From an optimization exercise on the open Yosys and OpenROAD flow, aimed at small area, a short achievable clock period and few clock cycles per item; shortcuts taken in it are not production practice. RTL that was checked went through simulation tests only; none was proved equivalent to the original. No activity file was given, so power comes from the tool's default toggle rates.

Design hls_dot_kernel, start of the top module:
module hls_dot_kernel (
  input  logic        clk,
  input  logic        reset,
  input  logic        start,
  input  logic [3:0]  len,
  input  logic        wr_en,
  input  logic        wr_sel,
  input  logic [2:0]  wr_addr,
  input  logic [31:0] wr_data,
  output logic        busy,
  output logic        finished,
  output logic [31:0] return_val
);
  logic [31:0] r_mem_x [8];
  logic [31:0] r_mem_y [8];
  logic        r_busy, r_fin;
  logic [31:0] r_ret;
  logic [7:0]  r_fl;
  logic        r_dirty;
  logic        r_fb_run, r_fb_mark;
  logic [2:0]  r_fb_cnt, r_fb_last;
  logic        r_sh_vld;
  logic [2:0]  r_sh_addr;
  logic [31:0] r_a, r_acc;
  logic [15:0] r_neg, r_one, r_two;    
  logic        r_clr1, r_clr2;         
  logic        r_lat;                  
  logic        w_idle, w_acc_st, w_acc_wr, w_fast, w_fb_st, w_mark, w_mul_y;
  logic [3:0]  w_len_c;
  logic [7:0]  w_mask;
  logic [2:0]  w_raddr;
  logic [31:0] w_b, w_p;
  ...
==> module hls_dot_kernel, before the edit <==
module hls_dot_kernel (
  input  logic        clk,
  input  logic        reset,
  input  logic        start,
  input  logic [3:0]  len,
  input  logic        wr_en,
  input  logic        wr_sel,
  input  logic [2:0]  wr_addr,
  input  logic [31:0] wr_data,
  output logic        busy,
  output logic        finished,
  output logic [31:0] return_val
);
  logic [31:0] r_mem_x [8];
  logic [31:0] r_mem_y [8];
  logic        r_busy, r_fin;
  logic [31:0] r_ret;
  logic [7:0]  r_fl;
  logic        r_dirty;
  logic        r_fb_run, r_fb_mark;
  logic [2:0]  r_fb_cnt, r_fb_last;
  logic        r_sh_vld;
  logic [2:0]  r_sh_addr;
  logic [31:0] r_a, r_acc;
  logic [15:0] r_neg, r_one, r_two;    
  logic        r_clr1, r_clr2;         
  logic        r_lat;                  
  logic        w_idle, w_acc_st, w_acc_wr, w_fast, w_fb_st, w_mark, w_mul_y;
  logic [3:0]  w_len_c;
  logic [7:0]  w_mask;
  logic [2:0]  w_raddr;
  logic [31:0] w_b, w_p;
  logic [32:0] w_bx;
  assign w_idle   = !r_busy;
  assign w_acc_st = start && !reset && w_idle;
  assign w_acc_wr = wr_en && !reset && w_idle;
  assign w_len_c  = (len > 4'd8) ? 4'd8 : len;
  assign w_mask   = 8'((9'd1 << w_len_c) - 9'd1);
  assign w_fast   = (w_len_c != 4'd0) && !r_dirty && (r_fl == w_mask) && !wr_en;
  assign w_fb_st  = w_acc_st && !w_fast;
  assign w_mark = (w_acc_st && w_fast) || r_fb_mark;
  always_ff @(posedge clk) begin
    if (w_acc_wr) begin
      if (wr_sel) r_mem_y[wr_addr] <= wr_data;
      else        r_mem_x[wr_addr] <= wr_data;
    end
  end
  assign w_raddr = r_fb_run ? r_fb_cnt : wr_addr;
  assign w_mul_y = r_fb_run ? !(r_sh_vld && r_sh_addr == r_fb_cnt)
                            : (w_acc_st && w_acc_wr && {1'b0, wr_addr} < w_len_c);
  assign w_b  = w_mul_y ? r_mem_y[w_raddr] : ((w_acc_wr && wr_sel && !w_acc_st) ? wr_data : 32'd0);
  assign w_bx = {w_b, 1'b0};
  always_ff @(posedge clk) begin
    r_a <= r_mem_x[w_raddr];
    for (int r = 0; r < 16; r++) begin
      r_neg[r] <= w_bx[2*r+2];
      r_one[r] <= w_bx[2*r+1] ^ w_bx[2*r];
      r_two[r] <= (w_bx[2*r+2] && !w_bx[2*r+1] && !w_bx[2*r]) ||
                  (!w_bx[2*r+2] && w_bx[2*r+1] && w_bx[2*r]);
    end
    r_clr1 <= w_acc_st || r_fb_mark;
    r_clr2 <= r_clr1;
  end
  hls_pipe_mul u_mul (
    .clk  (clk),
    .i_a  (r_a),
    .i_neg(r_neg),
    .i_one(r_one),
    .i_two(r_two),
    .i_acc(r_clr2 ? 32'd0 : r_acc),
    .o_p  (w_p)
  );
  always_ff @(posedge clk) r_acc <= w_p;
  always_ff @(posedge clk) begin
    if (r_lat) r_ret <= w_p;
  end
  always_ff @(posedge clk) begin
    if (reset) begin
      r_busy    <= 1'b0;
      r_fin     <= 1'b0;
      r_lat     <= 1'b0;
      r_fb_run  <= 1'b0;
      r_fb_mark <= 1'b0;
      r_dirty   <= 1'b1;
      r_fl      <= 8'd0;
    end else begin
      r_lat     <= w_mark;
      if (w_acc_st) begin
        r_busy <= 1'b1;
        r_fin  <= 1'b0;
      end else if (r_lat) begin
        r_busy <= 1'b0;
        r_fin  <= 1'b1;
      end
      if (w_acc_st) begin
        r_fb_run  <= !w_fast && (w_len_c != 4'd0);
        r_fb_mark <= !w_fast && (w_len_c == 4'd0);
        r_fb_last <= 3'(w_len_c - 4'd1);
        r_fb_cnt  <= 3'd0;
        r_sh_vld  <= w_acc_wr;
        r_sh_addr <= wr_addr;
      end else begin
        r_fb_mark <= r_fb_run && (r_fb_cnt == r_fb_last);
        if (r_fb_run) begin
          if (r_fb_cnt == r_fb_last) r_fb_run <= 1'b0;
          r_fb_cnt <= r_fb_cnt + 3'd1;
        end
      end
      if (w_acc_st) begin
        r_dirty <= 1'b0;
        r_fl    <= 8'd0;
      end else if (w_acc_wr) begin
        if (r_fl[wr_addr]) r_dirty <= 1'b1;
        if (wr_sel) r_fl[wr_addr] <= 1'b1;
      end
    end
  end
  assign busy       = r_busy;
  assign finished   = r_fin;
  assign return_val = r_ret;
endmodule
make LEC_CHECK=0 CAP_MARGIN=20 CORE_MARGIN=2 CORE_UTILIZATION=40 SETUP_SLACK_MARGIN=4.6 SLEW_MARGIN=20 finish   # period 8.0 ns
run.sh (not shown) runs the stock make flow with config.mk's settings and CLKGATE_MAP_FILE= SYNTH_SCRIPT=/design/flow/synth_recipe.tcl, a recipe that flattens the netlist after the stock synthesis.
Testbench counts at the start, summed over its fixed seeds: cycles 4,726, items 384.
Edit:
--- a/flow/design.v
+++ b/flow/design.v
@@ -951,5 +951,5 @@
   assign w_len_c  = (len > 4'd8) ? 4'd8 : len;
   assign w_mask   = 8'((9'd1 << w_len_c) - 9'd1);
-  assign w_fast   = (w_len_c != 4'd0) && !r_dirty && (r_fl == w_mask) && !wr_en;
+  assign w_fast   = (w_len_c != 4'd0) && !r_dirty && (r_fl == w_mask);
   assign w_fb_st  = w_acc_st && !w_fast;
   assign w_mark = (w_acc_st && w_fast) || r_fb_mark;
@@ -962,6 +962,6 @@
   assign w_raddr = r_fb_run ? r_fb_cnt : wr_addr;
   assign w_mul_y = r_fb_run ? !(r_sh_vld && r_sh_addr == r_fb_cnt)
-                            : (w_acc_st && w_acc_wr && {1'b0, wr_addr} < w_len_c);
-  assign w_b  = w_mul_y ? r_mem_y[w_raddr] : ((w_acc_wr && wr_sel && !w_acc_st) ? wr_data : 32'd0);
+                            : (w_fb_st ? (w_acc_wr && {1'b0, wr_addr} < w_len_c) : 1'b0);
+  assign w_b  = w_mul_y ? r_mem_y[w_raddr] : ((w_acc_wr && wr_sel && !w_fb_st) ? wr_data : 32'd0);
   assign w_bx = {w_b, 1'b0};
   always_ff @(posedge clk) begin
@@ -973,5 +973,5 @@
                   (!w_bx[2*r+2] && w_bx[2*r+1] && w_bx[2*r]);
     end
-    r_clr1 <= w_acc_st || r_fb_mark;
+    r_clr1 <= w_mark || w_fb_st;
     r_clr2 <= r_clr1;
   end
@@ -1007,7 +1007,7 @@
         r_fin  <= 1'b1;
       end
-      if (w_acc_st) begin
-        r_fb_run  <= !w_fast && (w_len_c != 4'd0);
-        r_fb_mark <= !w_fast && (w_len_c == 4'd0);
+      if (w_fb_st) begin
+        r_fb_run  <= (w_len_c != 4'd0);
+        r_fb_mark <= (w_len_c == 4'd0);
         r_fb_last <= 3'(w_len_c - 4'd1);
         r_fb_cnt  <= 3'd0;
@@ -1021,7 +1021,7 @@
         end
       end
-      if (w_acc_st) begin
+      if (w_mark) begin
         r_dirty <= 1'b0;
-        r_fl    <= 8'd0;
+        r_fl    <= (w_acc_wr && wr_sel) ? 8'(1 << wr_addr) : 8'd0;
       end else if (w_acc_wr) begin
         if (r_fl[wr_addr]) r_dirty <= 1'b1;
The new run completed without violations.
Via count is about the same.
Count of clock-buffer cells in the layout goes down by 11.
Total power falls by 13%.
Combinational power fell by 24%.
Wire length is higher by 1.0%.
Global-route usage went up by 0.30 points.
Die area hardly moves.
Non-clock buffer count came out higher by 18.
Hold slack is about the same.
Synthesized area is about the same.
For the second run of this note, only the layout was checked, not whether the RTL still works.

-- re-timing with driven ports --
In the flow no input, the clock included, has a driving cell. The finished layouts below were timed again as built, in two steps. Step 1: set_driving_cell puts a clkbuf_16 on clk and a buf_2 on each other input, an assumption about the parent block. Step 2 moves the port delays by t, midway between the first and last clock arrival at a register: inputs arrive t later, outputs are due t later. That takes back most of the time a late clock gives input paths. Slacks: no drivers / after step 1 / after step 2; pairs: no drivers / after step 1.
| run | shift t [ns] | slack for setup (ns) | worst setup path at the end |
|---|---|---|---|
| the first run | 0.710 | 4.464 / 4.464 / 4.050 | input to register |
| the second run | 0.718 | 4.393 / 4.393 / 3.689 | input to register |
After both steps setup and hold are still met in every run listed. For the second run, which loses most, drivers alone change the setup slack by 0.000 ns; drivers and shift together by -0.704 ns.
